This design comes from an exercise in tuning for small area, a short achievable clock period and few clock cycles on the open sky130 flow, not from production work.
Only the layout flow was run in this run; the RTL was not checked for function there.
No activity file was given, so power comes from the tool's default toggle rates.

## flow/config.mk

```make
export PLATFORM = sky130hd
export DESIGN_NAME = clock_synth_register_planner_top
export DESIGN_NICKNAME = clock_synth_register_planner_top
export VERILOG_FILES = /design/flow/design.v
export SDC_FILE = /design/flow/constraint.sdc
export NUM_CORES = 4
export LEC_CHECK = 0
export CAP_MARGIN = 20
export CORE_MARGIN = 2
export CORE_UTILIZATION = 66
export CTS_CLUSTER_DIAMETER = 90
export CTS_CLUSTER_SIZE = 22
export PLACE_DENSITY = 0.78
export SETUP_SLACK_MARGIN = 4.0
export SLEW_MARGIN = 20
```

## flow/constraint.sdc

```tcl
create_clock -name core_clock -period 7.0 [get_ports {clk}]
set_input_delay 1.4000 -clock core_clock [delete_from_list [all_inputs] [get_ports {clk}]]
set_output_delay 1.4000 -clock core_clock [all_outputs]
set_load 0.01 [all_outputs]
```

## flow/design.v

```verilog
package csrp_pkg;
	localparam int CLK_W  = 2;
	localparam int FREQ_W = 28;
	localparam int XTAL_W = 26;
	localparam logic [FREQ_W-1:0] FREQ_MIN   = FREQ_W'(320000);
	localparam logic [FREQ_W-1:0] FREQ_MAX   = FREQ_W'(225000000);
	localparam logic [XTAL_W-1:0] XTAL_MIN   = XTAL_W'(10000000);
	localparam logic [XTAL_W-1:0] XTAL_MAX   = XTAL_W'(40000000);
	localparam logic [XTAL_W-1:0] XTAL_RESET = XTAL_W'(25000000);
	localparam logic [28:0] HALF_VCO_M1 = 29'd324999999;
	localparam logic [28:0] VCO_OFS_N   = 29'h1941C980;
endpackage
module csrp_add #(
	parameter int W = 8
) (
	input  logic [W-1:0] a,
	input  logic [W-1:0] b,
	input  logic         ci,
	output logic [W-1:0] s,
	output logic         co
);
	localparam int L = (W + 1 <= 2)  ? 1 :
	                   (W + 1 <= 4)  ? 2 :
	                   (W + 1 <= 8)  ? 3 :
	                   (W + 1 <= 16) ? 4 :
	                   (W + 1 <= 32) ? 5 : 6;
	logic [W-1:0] p;
	logic [L:0][W:0] gg;
	logic [L:0][W:0] pp;
	assign p = a ^ b;
	assign gg[0] = {a & b, ci};
	assign pp[0] = {p, 1'b0};
	for (genvar l = 0; l < L; l++) begin : g_lvl
		for (genvar i = 0; i <= W; i++) begin : g_bit
			if (((i >> l) & 1) == 1) begin : g_op
				localparam int J = ((i >> l) << l) - 1;
				assign gg[l+1][i] = gg[l][i] | (pp[l][i] & gg[l][J]);
				assign pp[l+1][i] = pp[l][i] & pp[l][J];
			end else begin : g_pass
				assign gg[l+1][i] = gg[l][i];
				assign pp[l+1][i] = pp[l][i];
			end
		end
	end
	assign s  = p ^ gg[L][W-1:0];
	assign co = gg[L][W];
endmodule
import csrp_pkg::*;
module csrp_divpipe (
	input  logic        clk,
	input  logic        arst_n,
	input  logic        in_valid,
	output logic        in_ready,
	input  logic [1:0]  in_clk,
	input  logic [27:0] in_f,
	input  logic [25:0] xtn,
	output logic        out_valid,
	input  logic        out_ready,
	output logic [25:0] out_r,
	output logic [12:0] out_s,
	output logic [9:0]  out_m,
	output logic [1:0]  out_c
);
	logic        a_busy;
	logic [3:0]  a_cnt;
	logic [3:0]  a_cnt_n;
	logic [28:0] a_f;
	logic [27:0] a_e;
	logic [9:0]  a_q;
	logic [1:0]  a_c;
	logic        a_done;
	logic        a_hand;
	logic [27:0] a_fcl;
	logic        a_nb;
	logic        a_nb_q;
	logic        a_init_q;
	logic [29:0] a_a;
	logic [29:0] a_b;
	logic [29:0] a_s;
	logic        a_ge;
	logic        b1_busy;
	logic [3:0]  b1_cnt;
	logic [25:0] b1_r;
	logic [12:0] b1_s;
	logic [9:0]  b1_m;
	logic [1:0]  b1_c;
	logic        b1_done;
	logic        b1_hand;
	logic [26:0] b1_t;
	logic [27:0] b1_d;
	assign in_ready = !a_busy;
	assign a_done   = a_busy && (a_cnt == 4'd12);
	assign a_hand   = a_done && !b1_busy;
	always_comb begin
		a_fcl = a_f[27:0];
		if (a_f[27:0] < FREQ_MIN) a_fcl = FREQ_MIN;
		if (a_f[27:0] > FREQ_MAX) a_fcl = FREQ_MAX;
	end
	always_comb begin
		if (!a_busy || a_hand) a_cnt_n = 4'd0;
		else if (!a_done)      a_cnt_n = a_cnt + 4'd1;
		else                   a_cnt_n = a_cnt;
	end
	always_comb begin
		case (a_cnt_n)
			4'd2:    a_nb = !HALF_VCO_M1[9];
			4'd3:    a_nb = !HALF_VCO_M1[8];
			4'd4:    a_nb = !HALF_VCO_M1[7];
			4'd5:    a_nb = !HALF_VCO_M1[6];
			4'd6:    a_nb = !HALF_VCO_M1[5];
			4'd7:    a_nb = !HALF_VCO_M1[4];
			4'd8:    a_nb = !HALF_VCO_M1[3];
			4'd9:    a_nb = !HALF_VCO_M1[2];
			4'd10:   a_nb = !HALF_VCO_M1[1];
			4'd11:   a_nb = !HALF_VCO_M1[0];
			default: a_nb = HALF_VCO_M1[10];
		endcase
	end
	always_ff @(posedge clk) begin
		a_nb_q   <= a_nb;
		a_init_q <= (a_cnt_n == 4'd1);
	end
	assign a_a = {1'b0, a_e, a_nb_q};
	assign a_b = ~{1'b0, a_f};
	csrp_add #(.W(30)) u_a_add (.a(a_a), .b(a_b), .ci(1'b1), .s(a_s), .co(a_ge));
	always_ff @(posedge clk or negedge arst_n) begin
		if (!arst_n) begin
			a_busy <= 1'b0;
		end else begin
			if (!a_busy) a_busy <= in_valid;
			else if (a_hand) a_busy <= 1'b0;
		end
	end
	always_ff @(posedge clk) begin
		a_cnt <= a_cnt_n;
	end
	always_ff @(posedge clk) begin
		if (!a_busy) begin
			a_f <= {1'b0, in_f};
			a_c <= (in_clk == 2'd3) ? 2'd2 : in_clk;
		end else if (a_cnt == 4'd0) begin
			a_f <= {1'b0, a_fcl};
		end else if (a_cnt == 4'd11) begin
			a_f <= VCO_OFS_N;
		end
		if (a_cnt == 4'd0) begin
			a_e <= HALF_VCO_M1[28:11];
		end else if (a_init_q) begin
			a_e <= ~a_s[27:0];
		end else if (!a_done) begin
			a_e <= a_ge ? a_s[27:0] : a_a[27:0];
			a_q <= {a_q[8:0], !a_ge};
		end
	end
	assign b1_done = b1_busy && (b1_cnt == 4'd13);
	assign b1_hand = b1_done && out_ready;
	assign b1_t    = {b1_r, b1_s[12]};
	logic        b1_ge;
	logic [26:0] b1_dd;
	csrp_add #(.W(27)) u_b1_sub (.a(b1_t), .b({1'b1, xtn}), .ci(1'b1), .s(b1_dd), .co(b1_ge));
	assign b1_d    = {!b1_ge, b1_dd};
	always_ff @(posedge clk or negedge arst_n) begin
		if (!arst_n) begin
			b1_busy <= 1'b0;
		end else begin
			if (a_hand) b1_busy <= 1'b1;
			else if (b1_hand) b1_busy <= 1'b0;
		end
	end
	always_ff @(posedge clk) begin
		if (a_hand) b1_cnt <= '0;
		else if (b1_busy && !b1_done) b1_cnt <= b1_cnt + 4'd1;
	end
	always_ff @(posedge clk) begin
		if (a_hand) begin
			b1_r <= {3'b0, a_s[29:7]};
			b1_s <= {a_s[6:1], 7'b0};
			b1_m <= a_q - 10'd1;
			b1_c <= a_c;
		end else if (b1_busy && !b1_done) begin
			b1_r <= b1_d[27] ? b1_t[25:0] : b1_d[25:0];
			b1_s <= {b1_s[11:0], !b1_d[27]};
		end
	end
	assign out_valid = b1_done;
	assign out_r     = b1_r;
	assign out_s     = b1_s;
	assign out_m     = b1_m;
	assign out_c     = b1_c;
endmodule
import csrp_pkg::*;
module csrp_serializer (
	input  logic        clk,
	input  logic        arst_n,
	input  logic [25:0] xtn,
	input  logic        in_valid,
	output logic        in_ready,
	input  logic [25:0] in_r,
	input  logic [12:0] in_s,
	input  logic [9:0]  in_m,
	input  logic [1:0]  in_c,
	output logic        wr_valid,
	input  logic        wr_ready,
	output logic [7:0]  wr_reg_address,
	output logic [7:0]  wr_reg_value,
	output logic        wr_final_write
);
	logic        qfull_q;
	logic        pend_q;
	logic [3:0]  b2_cnt;
	logic [25:0] b2_r;
	logic [9:0]  b2_m;
	logic [1:0]  b2_c;
	logic [12:0] qh_q;
	logic [12:0] ql_q;
	logic        nz_q;
	logic [26:0] b2_t;
	logic [27:0] b2_d;
	logic        hand;
	logic        busy_q;
	logic [4:0]  cnt_q;
	logic [9:0]  m_q;
	logic [1:0]  c_q;
	logic        out_v_q;
	logic [6:0]  out_addr_q;
	logic [7:0]  out_val_q;
	logic        out_final_q;
	logic        take;
	logic        last;
	logic        rdy;
	logic        emit;
	logic        start;
	logic [13:0] p1;
	logic [6:0]  nxt_addr;
	logic [7:0]  nxt_val;
	assign in_ready = !qfull_q;
	assign hand     = in_valid && !qfull_q;
	assign b2_t     = {b2_r, 1'b0};
	logic        b2_ge;
	logic [26:0] b2_dd;
	csrp_add #(.W(27)) u_b2_sub (.a(b2_t), .b({1'b1, xtn}), .ci(1'b1), .s(b2_dd), .co(b2_ge));
	assign b2_d     = {!b2_ge, b2_dd};
	always_ff @(posedge clk or negedge arst_n) begin
		if (!arst_n) begin
			qfull_q <= 1'b0;
			pend_q  <= 1'b0;
		end else begin
			if (hand) qfull_q <= 1'b1;
			else if (emit && cnt_q == 5'd7) qfull_q <= 1'b0;
			if (hand) pend_q <= 1'b1;
			else if (start) pend_q <= 1'b0;
		end
	end
	always_ff @(posedge clk) begin
		if (hand) b2_cnt <= '0;
		else if (b2_cnt != 4'd13) b2_cnt <= b2_cnt + 4'd1;
	end
	always_ff @(posedge clk) begin
		if (hand) begin
			b2_r <= in_r;
			b2_m <= in_m;
			b2_c <= in_c;
			qh_q <= in_s;
			nz_q <= (in_s[5:0] != 6'd0) || ({in_r, 13'b0} >= {13'b0, ~xtn});
		end else begin
			b2_r <= b2_d[27] ? b2_t[25:0] : b2_d[25:0];
			if (b2_cnt != 4'd13) ql_q[4'd12 - b2_cnt] <= !b2_d[27];
		end
	end
	assign take  = !out_v_q || wr_ready;
	assign last  = cnt_q[4];
	always_comb begin
		case (cnt_q)
			5'd4:    rdy = (b2_cnt >= 4'd1);
			5'd5:    rdy = (b2_cnt >= 4'd4);
			5'd6:    rdy = (b2_cnt >= 4'd12);
			5'd7:    rdy = (b2_cnt == 4'd13);
			default: rdy = 1'b1;
		endcase
	end
	assign emit  = busy_q && take && rdy;
	assign start = pend_q && (!busy_q || (emit && last));
	assign p1 = {qh_q, ql_q[12]} - 14'd512;
	always_comb begin
		nxt_addr = '0;
		nxt_val  = '0;
		if (last) begin
			nxt_addr = 7'd16 + {5'b0, c_q};
			nxt_val  = (c_q == 2'd1) ? 8'h6F : 8'h4F;
		end else if (!cnt_q[3]) begin
			nxt_addr = ((c_q == 2'd1) ? 7'd34 : 7'd26) + {4'b0, cnt_q[2:0]};
			case (cnt_q[2:0])
				3'd0: nxt_val = 8'h00;
				3'd1: nxt_val = {7'b0, !nz_q};
				3'd2: nxt_val = 8'h00;
				3'd3: nxt_val = {2'b0, p1[13:8]};
				3'd4: nxt_val = p1[7:0];
				3'd5: nxt_val = {nz_q, 4'b0, ql_q[11:9]};
				3'd6: nxt_val = ql_q[8:1];
				default: nxt_val = {ql_q[0], 7'b0};
			endcase
		end else begin
			nxt_addr = 7'd42 + {2'b0, c_q, 3'b0} + {4'b0, cnt_q[2:0]};
			case (cnt_q[2:0])
				3'd1: nxt_val = 8'h01;
				3'd2: nxt_val = {4'b0, (m_q == 10'd0) ? 2'b11 : 2'b00, m_q[9:8]};
				3'd3: nxt_val = m_q[7:0];
				default: nxt_val = 8'h00;
			endcase
		end
	end
	always_ff @(posedge clk or negedge arst_n) begin
		if (!arst_n) begin
			busy_q  <= 1'b0;
			out_v_q <= 1'b0;
		end else begin
			if (take) out_v_q <= busy_q && rdy;
			if (start) busy_q <= 1'b1;
			else if (emit && last) busy_q <= 1'b0;
		end
	end
	always_ff @(posedge clk) begin
		if (start) cnt_q <= '0;
		else if (emit) cnt_q <= cnt_q + 5'd1;
	end
	always_ff @(posedge clk) begin
		if (emit) begin
			out_addr_q  <= nxt_addr;
			out_val_q   <= nxt_val;
			out_final_q <= last;
		end
		if (start) begin
			m_q <= b2_m;
			c_q <= b2_c;
		end
	end
	assign wr_valid       = out_v_q;
	assign wr_reg_address = {1'b0, out_addr_q};
	assign wr_reg_value   = out_val_q;
	assign wr_final_write = out_final_q;
endmodule
import csrp_pkg::*;
module clock_synth_register_planner_top (
	input  logic                        clk,
	input  logic                        arst_n,
	input  logic                        req_valid,
	output logic                        req_ready,
	input  logic [csrp_pkg::CLK_W-1:0]  req_clock_index,
	input  logic [csrp_pkg::FREQ_W-1:0] req_out_frequency,
	output logic                        wr_valid,
	input  logic                        wr_ready,
	output logic [7:0]                  wr_reg_address,
	output logic [7:0]                  wr_reg_value,
	output logic                        wr_final_write,
	input  logic                        xtal_we,
	input  logic [csrp_pkg::XTAL_W-1:0] xtal_data
);
	logic [XTAL_W-1:0] xtal_q;
	logic [XTAL_W-1:0] xtal_cl;
	logic [XTAL_W-1:0] xtal_n;
	logic              plan_valid;
	logic              plan_ready;
	logic [25:0]       plan_r;
	logic [12:0]       plan_s;
	logic [9:0]        plan_m;
	logic [1:0]        plan_c;
	always_comb begin
		xtal_cl = xtal_q;
		if (xtal_q < XTAL_MIN) xtal_cl = XTAL_MIN;
		if (xtal_q > XTAL_MAX) xtal_cl = XTAL_MAX;
	end
	always_ff @(posedge clk or negedge arst_n) begin
		if (!arst_n) begin
			xtal_q <= XTAL_RESET;
		end else if (xtal_we) begin
			xtal_q <= xtal_data;
		end
	end
	always_ff @(posedge clk) begin
		xtal_n <= ~xtal_cl;
	end
	csrp_divpipe u_divpipe (
		.clk       (clk),
		.arst_n    (arst_n),
		.in_valid  (req_valid),
		.in_ready  (req_ready),
		.in_clk    (req_clock_index),
		.in_f      (req_out_frequency),
		.xtn       (xtal_n),
		.out_valid (plan_valid),
		.out_ready (plan_ready),
		.out_r     (plan_r),
		.out_s     (plan_s),
		.out_m     (plan_m),
		.out_c     (plan_c)
	);
	csrp_serializer u_serializer (
		.clk            (clk),
		.arst_n         (arst_n),
		.in_valid       (plan_valid),
		.in_ready       (plan_ready),
		.xtn            (xtal_n),
		.in_r           (plan_r),
		.in_s           (plan_s),
		.in_m           (plan_m),
		.in_c           (plan_c),
		.wr_valid       (wr_valid),
		.wr_ready       (wr_ready),
		.wr_reg_address (wr_reg_address),
		.wr_reg_value   (wr_reg_value),
		.wr_final_write (wr_final_write)
	);
endmodule
```

## flow/flow/run.sh

```bash
#!/bin/bash
# The standard layout, with the port buffers placed as buf_2 cells (the
# default pick is the larger, slower clkdlybuf4s50_1). Each tool's output
# goes to standard.log in the run folder (ORFS keeps per-step logs too).
set -euo pipefail
export BUFFER_PORTS_ARGS="-buffer_cell sky130_fd_sc_hd__buf_2"
bash standard.sh > standard.log 2>&1
```

## flow/standard.sh

```bash
#!/bin/bash
# synth_recipe.tcl (not shown) runs the flow's synth.tcl, then flattens the netlist and writes it again
# the make line also repeats each setting of config.mk as NAME=value (left out here)
make -C /OpenROAD-flow-scripts/flow DESIGN_CONFIG=/design/flow/config.mk WORK_HOME=/design/flow/orfs CLKGATE_MAP_FILE= SYNTH_SCRIPT=/design/flow/synth_recipe.tcl "${@:-finish}"
```

==> summary.txt <==
[cell usage after synthesis (all sizes together) (24+ instances only)]
cell    number  share of area, %
nor2       120               2.8
ha         113               8.8
nor2b       28               1.1
a31oi       24              0.97
inv         89               2.1
dfxtp      110                14
o21ai      101               3.1
nor3        37               1.2
a21oi      141               4.5
xnor2       42               2.3
edfxtp     148                28
nand3       26              0.81
mux2        28               2.0
nand2      124               2.9
clkbuf      46               1.1
xor2        39               2.1
a21o        26               1.2
[power by group]
group	switching, mW	internal (mW)
Clock	0.567	0.487
Sequential	0.630	2.62
Combinational	3.29	2.60
[cells in the final DEF (no fill, tap or decap), types with 22 or more instances in the layout]
| master | count |
|---|---|
| dfxtp_1 | 102 |
| mux2_2 | 28 |
| a31oi_1 | 22 |
| nor2_1 | 118 |
| edfxtp_1 | 148 |
| a21oi_1 | 127 |
| nor2b_1 | 28 |
| nor3_1 | 34 |
| inv_1 | 82 |
| mux2i_1 | 22 |
| o21ai_0 | 92 |
| nand3_1 | 25 |
| ha_1 | 93 |
| nand2_1 | 123 |
| a21o_1 | 26 |
| buf_2 | 78 |
| xor2_1 | 38 |
| buf_4 | 56 |
| xnor2_1 | 39 |
[cell families (layout without fill, tap and decap cells)]
family          Yosys count  count (layout)  share of synthesized area [%]
compound gates          457             460                           18.4
simple gates            441             442                           13.1
flops                   290             290                           46.5
buf+inv                 160             265                           4.01
fa+ha+maj               125             125                           10.3
xor+xnor                 81              81                           4.42
mux                      50              50                           3.34
other cells               1               1                         0.0234
[flip-flops by register name, indices dropped and copies added, names as in the netlist, 26 cells and up]
name               flops
u_divpipe.a_f         29
u_divpipe.a_e         28
u_divpipe.b1_r        26
u_serializer.b2_r     26
xtal_n                26
xtal_q                26
[area by class of cell]
class / instances / area, um^2
Clock buffer: 27 / 484
Clock inverter: 3 / 25.0
Fill cell: 1682 / 5830
Inverter: 91 / 354
Multi-Input combinational cell: 1159 / 8530
Sequential cell: 290 / 7470
Tap cell: 324 / 405
Timing Repair Buffer: 143 / 987
Timing Repair inverter: 1 / 7.51
[repair_timing]
item	in CTS	in global routing
setup endpoints to repair	117	98
resized for setup	33	68
buffers inserted	21	35
hold buffers	0	0
gates cloned	5	2
pin swaps	9	25
[worst paths after layout]
| check | slack [ps] | cells after the start | start | to |
|---|---|---|---|---|
| worst max-delay path | 4000 | 12 | u_divpipe.b1_r[7] | u_divpipe.b1_r[9] |
| worst min-delay path | 420 | 0 | u_divpipe.b1_m[4] | u_serializer.b2_m[4] |
| worst max register to register | 4000 | 12 | u_divpipe.b1_r[7] | u_divpipe.b1_r[9] |
| worst min register to register | 420 | 0 | u_divpipe.b1_m[4] | u_serializer.b2_m[4] |
| max in group asynchronous | 5430 | 1 | arst_n | xtal_q[17] |
| min in group asynchronous | 990 | 1 | arst_n | u_divpipe.a_busy |
[metal layers]
layer | part of all wire [%] | routed length, um
met1 | 40 | 16100
met2 | 48 | 19200
met3 | 7.7 | 3100
met4 | 4.3 | 1740
met5 | 0 | 0
[stage by stage]
| step | instance area [um^2] | total power [mW] | hold WS, ps | cells |
|---|---|---|---|---|
| finish | 18300 | 10.2 | 423 | 2038 |
| detailed placement | 16600 | 8.09 | 405 | 1945 |
| floorplan | 16100 | 6.88 | 400 | 1605 |
| CTS | 17500 | 9.49 | 422 | 2001 |
| global placement | 16600 | 7.93 | 401 | 1945 |
| global route | 18300 | 10.8 | 423 | 2038 |
==> impl_metrics.ini <==
[route]
drc = 0
ant_nets = 0
drt_iter0_markers = 1418
wl_per_cell_um = 19.7
vias = 13100
drtPass1Iterations = 8
wirelength_um = 40200
vias_per_cell = 6.40

[flow_run]
maxCapViolCount = 0

[yosys]
synthCells = 1605
synth_ff_type = edfxtp_1
synth_warnings = 3
synth-edff-count = 148
synth.distinct_cells = 81
ys_seq_area_share_pct = 46.5
ys_async_sr_fraction_pct = 11.0
syn_area_um2 = 16100
synth_nets = 1791
synth_area_per_cell_um2 = 10.0
ys_seq_elements = 290

[timing]
period_share_pct = 42.9
fin_crit_ps = 3000
rsz0062_at_grt = true
slew_viol_final = 0
maxSlewHeadroom_pct = 22.1
setup_viol = 0
finalClockSkew_ps = 15.5
worstMarginPinSlew_ps = 1160
finalHoldViolations = 0
setup_slack_ps = 4000
fmax_ghz = 0.333
tns_ps = 0

[global_route]
grt_most_used_layer = met2
grt_antenna_before_repair = 0
grt_use_met1_pct = 39.3
grt_usage_pct = 29.8
grt_pass1_vias = 12100
grt_pass1_wl_um = 61800
grtUsageMet2_pct = 50.2
use_met3_pct = 4.18
grt_overflow = 0
grt_start_max_net_pins = 68

[placed_design]
dp_slack_ps = 3330
post-dp-hpwl_um = 27300
place_congestion = 0.955
portBuffers = 78

[setup_path]
critPathSlowestCell = edfxtp_1
arrival_ps = 3380
critPathTopFamily = simple AND/OR/NAND/NOR gates
cp_cell_sequence = ha_4, and4_2, and3_4, o211ai_1, and2_4, a21oi_2, a211o_4, a31oi_4, buf_12, buf_4, or3_1, a21oi_1
critPathBufInv = 2
cp_data_required_time_ps = 7370
critPathMaxStageDelay_ps = 470
critical_path_class = reg -> reg
crit_fanout = 8
cp-end-kind = flop
critPathLaunchType = flop

[pwr]
cellLeakagePower_nw = 7.36
ir_worst_vdd_mv = 0.264
power.density_nw_per_um2 = 558

[clock_tree]
clk_latency_ps = 520
cts_sinks = 290
numCtsBuffers = 17
clock_path_buffers = 3
cts_tree = done
clkSlewWorstSetupHoldPaths_ps = 90
cts.root.buffer_cell = clkbuf_16
cts-htree-levels = 1

[finish]
antenna_cells = 0
final_nets = 1889
areaGrowthSynthToFinish_pct = 13.8
final_core_util_pct = 75.8
drive_above_1_share_pct = 17.6

[die]
start_util_pct = 66.6
die_x_um = 160
dieArea_um2 = 25600
rows = 57
io-pin-count = 80
die_h_um = 160
core-area_um2 = 24100

[outcome]
outcome = finished clean

[hold_path]
hold_class = reg -> reg

port drivers added, routing unchanged:
In the flow no input, the clock included, has a driving cell. The finished layout below was timed again as built, in two steps. Step 1 (the two cells are an assumption about what drives the block):
set clk [get_ports {clk}]
set_driving_cell -lib_cell sky130_fd_sc_hd__clkbuf_16 $clk
set_driving_cell -lib_cell sky130_fd_sc_hd__buf_2 [delete_from_list [all_inputs] $clk]
Step 2 adds t to the input delays and takes it off the output delays; t is the mean of the earliest and latest rising clock arrival at the registers after step 1. Input paths then give back, and output paths get back, about the clock's delay inside the block. Slacks: ideal ports / drivers / drivers and shift; pairs: ideal ports / drivers.
shift t [ns]: 0.563
setup WS [ns]: 3.997 / 3.997 / 3.997
hold slack, ns: 0.423 / 0.423 / 0.423
worst setup path after step 2: register to register
worst slew at a driven data input, ns: 0.03
After both steps this run still meets setup and hold. For this run, drivers alone change the setup slack by 0.000 ns; drivers and shift together by 0.000 ns.
